Source: an optimization exercise on an open RTL-to-GDS flow (aim: small area and a short achievable clock period). Production flows keep margins and buffers that such runs may drop. At most, simulation tests tie the RTL to the original design; equivalence was not proved. Power and IR drop assume default switching activity.

==> flow/design.v <==
module hard_drive_controller (
  input  logic        clock,
  input  logic        reset_n,
  input  logic        request,
  input  logic        write_enable,
  input  logic [6:0]  track,
  input  logic [13:0] sector,
  input  logic [31:0] data_write,
  output logic        ready,
  output logic        done,
  output logic        error,
  output logic [31:0] data_read,
  output logic [6:0]  head_track
);
  logic        busy_q, ready_q, seek_q, acc1_q, acc2_q, done_q, err_q;
  logic [2:0]  seek_cnt;
  logic [2:0]  head_q;
  logic        lat_we;
  logic [2:0]  lat_track;
  logic [31:0] lat_data;
  logic        accept, out_of_range;
  logic [2:0]  seek_dist;
  assign ready_q      = ~(seek_q | acc1_q | acc2_q | done_q);
  assign accept       = ready_q & request;
  assign out_of_range = (|track[6:3]) | (|sector[13:4]);
  assign seek_dist         = (track[2:0] >= head_q) ? (track[2:0] - head_q) : (head_q - track[2:0]);
  assign ready      = ~busy_q;
  assign done       = done_q;
  assign error      = err_q;
  assign head_track = {4'b0000, head_q};
  always_ff @(posedge clock or negedge reset_n) begin
    if (!reset_n) begin
      busy_q   <= 1'b0;
      seek_q   <= 1'b0;
      acc1_q   <= 1'b0;
      acc2_q   <= 1'b0;
      done_q   <= 1'b0;
      err_q    <= 1'b0;
      seek_cnt <= '0;
      head_q   <= '0;
    end else begin
      acc2_q <= acc1_q;
      done_q <= acc2_q | (accept & out_of_range);
      if (accept) begin
        busy_q   <= 1'b1;
        err_q    <= out_of_range;
        seek_q   <= ~out_of_range & (seek_dist != 3'd0);
        acc1_q   <= ~out_of_range & (seek_dist == 3'd0);
        seek_cnt <= seek_dist;
      end else begin
        if (done_q) busy_q <= 1'b0;
        if (seek_q) begin
          seek_cnt <= seek_cnt - 3'd1;
          if (seek_cnt == 3'd1) begin
            seek_q <= 1'b0;
            head_q <= lat_track;
          end
        end
        acc1_q <= seek_q & (seek_cnt == 3'd1);
      end
    end
  end
  always_ff @(posedge clock) begin
    if (ready_q) begin
      lat_we   <= write_enable;
      lat_track <= track[2:0];
      lat_data <= data_write;
    end
  end
  localparam int NR = 43;
  logic [1:0]  ph3;          
  logic        ph2;          
  logic [31:0] rp0 [NR];
  logic [31:0] rp1 [NR];
  logic [31:0] rp2 [NR-1];
  always_ff @(posedge clock) begin
    case (ph3)
      2'd0:    ph3 <= 2'd1;
      2'd1:    ph3 <= 2'd2;
      default: ph3 <= 2'd0;
    endcase
    case (ph2)
      1'b0:    ph2 <= 1'b1;
      default: ph2 <= 1'b0;
    endcase
  end
  logic [2:0] ph3_oh;
  assign ph3_oh = {ph3 == 2'd2, ph3 == 2'd1, ph3 == 2'd0};
  for (genvar k = 0; k < NR; k++) begin : g_ring
    logic we;
    assign we = we_now[k] | (we_pend & pend_ring[k]);
    if (k < NR - 1) begin : g3
      always_ff @(posedge clock) begin
        rp1[k] <= rp0[k];
        rp2[k] <= rp1[k];
        rp0[k] <= we ? ~pend_data_n : rp2[k];
      end
    end else begin : g2
      always_ff @(posedge clock) begin
        rp1[k] <= rp0[k];
        rp0[k] <= we ? ~pend_data_n : rp1[k];
      end
    end
  end
  logic [NR-1:0] rd_ring;
  logic [2:0]    rd_pos3;
  logic [1:0]    rd_pos2;
  logic [6:0]    in_idx;
  logic [NR-1:0] in_ring;
  logic [2:0]    in_slot3;
  assign in_idx = {track[2:0], sector[3:0]};
  always_comb begin
    in_ring  = '0;
    in_slot3 = '0;
    for (int a = 0; a < 126; a++)
      if (in_idx == 7'(a)) begin
        in_ring[a / 3]   = 1'b1;
        in_slot3[a % 3]  = 1'b1;
      end
    if (in_idx[6:1] == 6'd63) in_ring[NR-1] = 1'b1;
  end
  logic [2:0] nx_pos3;
  always_comb
    for (int p = 0; p < 3; p++)
      nx_pos3[p] = (ph3_oh[0] & in_slot3[(p + 2) % 3]) |
                   (ph3_oh[1] & in_slot3[(p + 1) % 3]) |
                   (ph3_oh[2] & in_slot3[p]);
  always_ff @(posedge clock) begin
    if (ready_q) begin
      rd_ring <= in_ring;
      rd_pos3 <= nx_pos3;
      rd_pos2 <= (in_idx[0] ^ ~ph2) ? 2'b10 : 2'b01;
    end else begin
      rd_pos3 <= {rd_pos3[1:0], rd_pos3[2]};
      rd_pos2 <= {rd_pos2[0], rd_pos2[1]};
    end
  end
  logic          pend_v;       
  logic [1:0]    pend_t;       
  logic [NR-1:0] pend_ring;
  logic [31:0]   pend_data_n;  
  logic          wr_now, last_now;
  assign wr_now   = acc2_q & lat_we;
  assign last_now = rd_ring[NR-1] ? rd_pos2[1] : rd_pos3[2];
  logic          pend_v_nx;
  logic [1:0]    pend_t_nx;
  assign pend_v_nx = (wr_now & ~last_now) | (pend_v & pend_t[1]);
  assign pend_t_nx = (wr_now & ~last_now) ? ((rd_ring[NR-1] | rd_pos3[1]) ? 2'b01 : 2'b10)
                                          : {1'b0, pend_t[1]};
  always_ff @(posedge clock) begin
    pend_v      <= pend_v_nx;
    pend_t      <= pend_t_nx;
    pend_ring   <= rd_ring;
    pend_data_n <= ~lat_data;
  end
  logic [NR-1:0] we_now;
  logic          we_pend;
  always_ff @(posedge clock or negedge reset_n) begin
    if (!reset_n) we_now <= '0;
    else          we_now <= {NR{acc1_q & lat_we & (rd_ring[NR-1] ? rd_pos2[0] : rd_pos3[1])}} & rd_ring;
  end
  always_ff @(posedge clock) we_pend <= pend_v_nx & pend_t_nx[0];
  logic        p0, p2;
  logic [31:0] rd_a, rd_b, rd01, rd_stage;
  assign p0 = rd_ring[NR-1] ? rd_pos2[0] : rd_pos3[0];
  assign p2 = ~rd_ring[NR-1] & rd_pos3[2];
  always_comb begin
    rd_a = '0;
    rd_b = '0;
    for (int k = 0; k < NR; k++) begin
      rd_a = rd_a | ({32{rd_ring[k]}} & rp0[k]);
      rd_b = rd_b | ({32{rd_ring[k]}} & rp1[k]);
    end
    rd01 = p0 ? rd_a : rd_b;
  end
  always_ff @(posedge clock) rd_stage <= rd01;
  always_ff @(posedge clock or negedge reset_n) begin
    if (!reset_n)                data_read <= '0;
    else if (acc2_q && !lat_we)  data_read <= p2 ? rd_stage : rd01;
  end
endmodule
==> flow/config.mk <==
export PLATFORM = sky130hd
export DESIGN_NAME = hard_drive_controller
export DESIGN_NICKNAME = hard_drive_controller
export VERILOG_FILES = /design/flow/design.v
export SDC_FILE = /design/flow/constraint.sdc
export NUM_CORES = 8
export LEC_CHECK = 0
export CAP_MARGIN = 10
export CORE_MARGIN = 2
export CORE_UTILIZATION = 55
export CTS_CLUSTER_DIAMETER = 75
export CTS_CLUSTER_SIZE = 28
export SETUP_SLACK_MARGIN = 2.85
export SLEW_MARGIN = 20
==> flow/constraint.sdc <==
create_clock -name core_clock -period 5.5 [get_ports {clock}]
set_input_delay 1.1000 -clock core_clock [delete_from_list [all_inputs] [get_ports {clock}]]
set_output_delay 1.1000 -clock core_clock [all_outputs]
set_load 0.01 [all_outputs]
run.sh (not shown) runs the stock make flow with config.mk's settings and CLKGATE_MAP_FILE= SYNTH_SCRIPT=/design/flow/synth_recipe.tcl, a recipe that flattens the netlist after the stock synthesis.
Rerun with:
--- a/flow/design.v
+++ b/flow/design.v
@@ -87,9 +87,9 @@
   logic [2:0] ph3_oh;
   assign ph3_oh = {ph3 == 2'd2, ph3 == 2'd1, ph3 == 2'd0};
   for (genvar k = 0; k < NR; k++) begin : g_ring
     logic we;
-    assign we = we_now[k] | (we_pend & pend_ring[k]);
+    assign we = we_now[k] | we_pend[k];
     if (k < NR - 1) begin : g3
       always_ff @(posedge clock) begin
         rp1[k] <= rp0[k];
         rp2[k] <= rp1[k];
@@ -136,9 +136,8 @@
     end
   end
   logic          pend_v;       
   logic [1:0]    pend_t;       
-  logic [NR-1:0] pend_ring;
   logic [31:0]   pend_data_n;  
   logic          wr_now, last_now;
   assign wr_now   = acc2_q & lat_we;
   assign last_now = rd_ring[NR-1] ? rd_pos2[1] : rd_pos3[2];
@@ -149,18 +148,17 @@
                                           : {1'b0, pend_t[1]};
   always_ff @(posedge clock) begin
     pend_v      <= pend_v_nx;
     pend_t      <= pend_t_nx;
-    pend_ring   <= rd_ring;
     pend_data_n <= ~lat_data;
   end
   logic [NR-1:0] we_now;
-  logic          we_pend;
+  logic [NR-1:0] we_pend;
   always_ff @(posedge clock or negedge reset_n) begin
     if (!reset_n) we_now <= '0;
     else          we_now <= {NR{acc1_q & lat_we & (rd_ring[NR-1] ? rd_pos2[0] : rd_pos3[1])}} & rd_ring;
   end
-  always_ff @(posedge clock) we_pend <= pend_v_nx & pend_t_nx[0];
+  always_ff @(posedge clock) we_pend <= {NR{pend_v_nx & pend_t_nx[0]}} & rd_ring;
   logic        p0, p2;
   logic [31:0] rd_a, rd_b, rd01, rd_stage;
   assign p0 = rd_ring[NR-1] ? rd_pos2[0] : rd_pos3[0];
   assign p2 = ~rd_ring[NR-1] & rd_pos3[2];
@@ -173,9 +171,15 @@
     end
     rd01 = p0 ? rd_a : rd_b;
   end
   always_ff @(posedge clock) rd_stage <= rd01;
+  logic        rd_load, s_a, s_b;
+  logic [31:0] rd_other;
+  assign rd_load  = acc2_q & ~lat_we;
+  assign s_a      = rd_load & ~p2 & p0;
+  assign s_b      = rd_load & ~p2 & ~p0;
+  assign rd_other = (rd_load & p2) ? rd_stage : data_read;
   always_ff @(posedge clock or negedge reset_n) begin
-    if (!reset_n)                data_read <= '0;
-    else if (acc2_q && !lat_we)  data_read <= p2 ? rd_stage : rd01;
+    if (!reset_n) data_read <= '0;
+    else          data_read <= ({32{s_a}} & rd_a) | ({32{s_b}} & rd_b) | ({32{~(s_a | s_b)}} & rd_other);
   end
 endmodule
=> The changed run went through all stages and came out clean; sequential power stays flat; setup slack is worse by 0.16 ns; global-route usage is about the same; core utilization drops by 0.46 points; total power stays flat; via count stays flat; routed wire length climbs slightly; register-to-register slack is worse by 0.16 ns; first-iteration DRC count climbs by a few percent; count of clock-buffer cells in the layout climbs by 7; die area climbs slightly; synthesized area climbs slightly; combinational power drops by roughly a tenth.
Function not checked in the second run of this note: the RTL went through the layout flow alone.

run 1:
Another version of the RTL of hard_drive_controller (not shown whole).
Size in the first run: about 9500 cells after synthesis, about 4300 flip-flops, ~99 I/O pins.
==> module hard_drive_controller, before the edit <==
module hard_drive_controller (
  input  logic        clock,
  input  logic        reset_n,
  input  logic        request,
  input  logic        write_enable,
  input  logic [6:0]  track,
  input  logic [13:0] sector,
  input  logic [31:0] data_write,
  output logic        ready,
  output logic        done,
  output logic        error,
  output logic [31:0] data_read,
  output logic [6:0]  head_track
);
  logic        busy_q, ready_q, seek_q, acc1_q, acc2_q, done_q, err_q;
  logic [2:0]  seek_cnt;
  logic [2:0]  head_q;
  logic        lat_we;
  logic [2:0]  lat_track;
  logic [31:0] lat_data;
  logic        accept, out_of_range;
  logic [2:0]  seek_dist;
  assign ready_q      = ~busy_q;
  assign accept       = ready_q & request;
  assign out_of_range = (|track[6:3]) | (|sector[13:4]);
  assign seek_dist         = (track[2:0] >= head_q) ? (track[2:0] - head_q) : (head_q - track[2:0]);
  assign ready      = ready_q;
  assign done       = done_q;
  assign error      = err_q;
  assign head_track = {4'b0000, head_q};
  always_ff @(posedge clock or negedge reset_n) begin
    if (!reset_n) begin
      busy_q   <= 1'b0;
      seek_q   <= 1'b0;
      acc1_q   <= 1'b0;
      acc2_q   <= 1'b0;
      done_q   <= 1'b0;
      err_q    <= 1'b0;
      seek_cnt <= '0;
      head_q   <= '0;
    end else begin
      acc2_q <= acc1_q;
      done_q <= acc2_q | (accept & out_of_range);
      if (accept) begin
        busy_q   <= 1'b1;
        err_q    <= out_of_range;
        seek_q   <= ~out_of_range & (seek_dist != 3'd0);
        acc1_q   <= ~out_of_range & (seek_dist == 3'd0);
        seek_cnt <= seek_dist;
      end else begin
        if (done_q) busy_q <= 1'b0;
        if (seek_q) begin
          seek_cnt <= seek_cnt - 3'd1;
          if (seek_cnt == 3'd1) begin
            seek_q <= 1'b0;
            head_q <= lat_track;
          end
        end
        acc1_q <= seek_q & (seek_cnt == 3'd1);
      end
    end
  end
  always_ff @(posedge clock) begin
    if (ready_q) begin
      lat_we   <= write_enable;
      lat_track <= track[2:0];
      lat_data <= data_write;
    end
  end
  localparam int NR = 43;
  logic [1:0]  ph3;          
  logic        ph2;          
  logic [31:0] rp0 [NR];
  logic [31:0] rp1 [NR];
  logic [31:0] rp2 [NR-1];
  always_ff @(posedge clock) begin
    ph3 <= (ph3 == 2'd2 || ph3 == 2'd3) ? 2'd0 : ph3 + 2'd1;
    ph2 <= ~ph2;
  end
  logic [2:0] ph3_oh;
  assign ph3_oh = {ph3 == 2'd2, ph3 == 2'd1, ph3 == 2'd0};
  for (genvar k = 0; k < NR; k++) begin : g_ring
    logic we;
    assign we = wr_hit & pend_ring[k];
    if (k < NR - 1) begin : g3
      always_ff @(posedge clock) begin
        rp1[k] <= rp0[k];
        rp2[k] <= rp1[k];
        rp0[k] <= we ? ~pend_data_n : rp2[k];
      end
    end else begin : g2
      always_ff @(posedge clock) begin
        rp1[k] <= rp0[k];
        rp0[k] <= we ? ~pend_data_n : rp1[k];
      end
    end
  end
  logic [NR-1:0] rd_ring;
  logic [2:0]    rd_pos3;
  logic [1:0]    rd_pos2;
  logic [6:0]    in_idx;
  logic [NR-1:0] in_ring;
  logic [2:0]    in_slot3;
  assign in_idx = {track[2:0], sector[3:0]};
  always_comb begin
    in_ring  = '0;
    in_slot3 = '0;
    for (int a = 0; a < 126; a++)
      if (in_idx == 7'(a)) begin
        in_ring[a / 3]   = 1'b1;
        in_slot3[a % 3]  = 1'b1;
      end
    if (in_idx[6:1] == 6'd63) in_ring[NR-1] = 1'b1;
  end
  logic [2:0] nx_pos3;
  always_comb
    for (int p = 0; p < 3; p++)
      nx_pos3[p] = (ph3_oh[0] & in_slot3[(p + 2) % 3]) |
                   (ph3_oh[1] & in_slot3[(p + 1) % 3]) |
                   (ph3_oh[2] & in_slot3[p]);
  always_ff @(posedge clock) begin
    if (ready_q) begin
      rd_ring <= in_ring;
      rd_pos3 <= nx_pos3;
      rd_pos2 <= (in_idx[0] ^ ~ph2) ? 2'b10 : 2'b01;
    end else begin
      rd_pos3 <= {rd_pos3[1:0], rd_pos3[2]};
      rd_pos2 <= {rd_pos2[0], rd_pos2[1]};
    end
  end
  logic          pend_v;       
  logic [1:0]    pend_t;       
  logic [NR-1:0] pend_ring;
  logic [31:0]   pend_data_n;  
  logic          wr_now, last_now, wr_hit;
  assign wr_now   = acc2_q & lat_we;
  assign last_now = rd_ring[NR-1] ? rd_pos2[1] : rd_pos3[2];
  assign wr_hit   = (wr_now & last_now) | (pend_v & pend_t[0]);
  always_ff @(posedge clock) begin
    pend_v <= (wr_now & ~last_now) | (pend_v & pend_t[1]);
    pend_t <= (wr_now & ~last_now) ? ((rd_ring[NR-1] | rd_pos3[1]) ? 2'b01 : 2'b10)
                                   : {1'b0, pend_t[1]};
    pend_ring   <= rd_ring;
    pend_data_n <= ~lat_data;
  end
  logic [NR-1:0] sel_ring;
  logic          at0;
  logic [31:0]   rd0, rd_stage;
  assign sel_ring = ready_q ? in_ring : rd_ring;
  assign at0 = ready_q ? (in_ring[NR-1] ? (in_idx[0] == ph2)
                                         : |(in_slot3 & {ph3_oh[1], ph3_oh[2], ph3_oh[0]}))
                       : (rd_ring[NR-1] ? rd_pos2[0] : rd_pos3[0]);
  always_comb begin
    rd0 = '0;
    for (int k = 0; k < NR; k++) rd0 = rd0 | ({32{sel_ring[k]}} & rp0[k]);
  end
  always_ff @(posedge clock)
    if (at0) rd_stage <= rd0;
  always_ff @(posedge clock or negedge reset_n) begin
    if (!reset_n)                data_read <= '0;
    else if (acc2_q && !lat_we)  data_read <= at0 ? rd0 : rd_stage;
  end
endmodule
Settings: LEC_CHECK=0, CAP_MARGIN=10, CORE_MARGIN=2, CORE_UTILIZATION=60, CTS_CLUSTER_DIAMETER=80, CTS_CLUSTER_SIZE=30, SETUP_SLACK_MARGIN=3.0, SLEW_MARGIN=20; clock period 5.5 ns.
Input changes introduced in run 2 (baseline for comparison: run 1):
--- a/flow/design.v
+++ b/flow/design.v
@@ -19,13 +19,13 @@
   logic [2:0]  lat_track;
   logic [31:0] lat_data;
   logic        accept, out_of_range;
   logic [2:0]  seek_dist;
-  assign ready_q      = ~busy_q;
+  assign ready_q      = ~(seek_q | acc1_q | acc2_q | done_q);
   assign accept       = ready_q & request;
   assign out_of_range = (|track[6:3]) | (|sector[13:4]);
   assign seek_dist         = (track[2:0] >= head_q) ? (track[2:0] - head_q) : (head_q - track[2:0]);
-  assign ready      = ready_q;
+  assign ready      = ~busy_q;
   assign done       = done_q;
   assign error      = err_q;
   assign head_track = {4'b0000, head_q};
   always_ff @(posedge clock or negedge reset_n) begin
@@ -143,21 +143,27 @@
     pend_ring   <= rd_ring;
     pend_data_n <= ~lat_data;
   end
   logic [NR-1:0] sel_ring;
-  logic          at0;
+  logic          at0, rd_at0;
   logic [31:0]   rd0, rd_stage;
   assign sel_ring = ready_q ? in_ring : rd_ring;
+  assign rd_at0   = rd_ring[NR-1] ? rd_pos2[0] : rd_pos3[0];
   assign at0 = ready_q ? (in_ring[NR-1] ? (in_idx[0] == ph2)
                                          : |(in_slot3 & {ph3_oh[1], ph3_oh[2], ph3_oh[0]}))
-                       : (rd_ring[NR-1] ? rd_pos2[0] : rd_pos3[0]);
+                       : rd_at0;
   always_comb begin
     rd0 = '0;
     for (int k = 0; k < NR; k++) rd0 = rd0 | ({32{sel_ring[k]}} & rp0[k]);
   end
   always_ff @(posedge clock)
     if (at0) rd_stage <= rd0;
+  logic        rd_load, rd_direct;
+  logic [31:0] rd_other;
+  assign rd_load   = acc2_q & ~lat_we;
+  assign rd_direct = rd_load & rd_at0;
+  assign rd_other  = rd_load ? rd_stage : data_read;
   always_ff @(posedge clock or negedge reset_n) begin
-    if (!reset_n)                data_read <= '0;
-    else if (acc2_q && !lat_we)  data_read <= at0 ? rd0 : rd_stage;
+    if (!reset_n) data_read <= '0;
+    else          data_read <= rd_direct ? rd0 : rd_other;
   end
 endmodule
[summary]
Per the comparison of run 2 with run 1, number of non-clock buffers in the layout now larger; share of the clock period used by the worst path after layout now larger; post-placement setup slack now larger; cell area now larger; total design power now larger.
No run of this note included a check of the RTL's function; only the layout flow was run.

## re-timing with driven ports
The flow's constraints put no driver on any port. The routed layouts listed below were extracted and timed again, unchanged, in two steps.
Step 1, drivers: a clkbuf_16 drives clock and a buf_2 each remaining input, both assumed.
Step 2 adds t to the input delays and takes it off the output delays; t is the mean of the earliest and latest rising clock arrival at the registers after step 1. Input paths then give back, and output paths get back, about the clock's delay inside the block.
a / b / c = no drivers / after step 1 / after step 2; a / b = the first two.
run | t (ns) | setup WS [ns] | cell pins on the clock port's net
the first run of note 1 | 0.965 | 2.848 / 2.761 / 2.091 | 1
the second run of note 1 | 0.972 | 2.685 / 2.685 / 2.017 | 1
run 1 | 0.970 | 2.145 / 2.104 / 1.226 | 1
run 2 | 0.966 | 1.517 / 1.391 / 0.425 | 1
After both steps setup and hold are still met in every run listed. The setup slack of run 2, which loses most, moves by -0.126 ns with the drivers and by -1.092 ns with both steps.
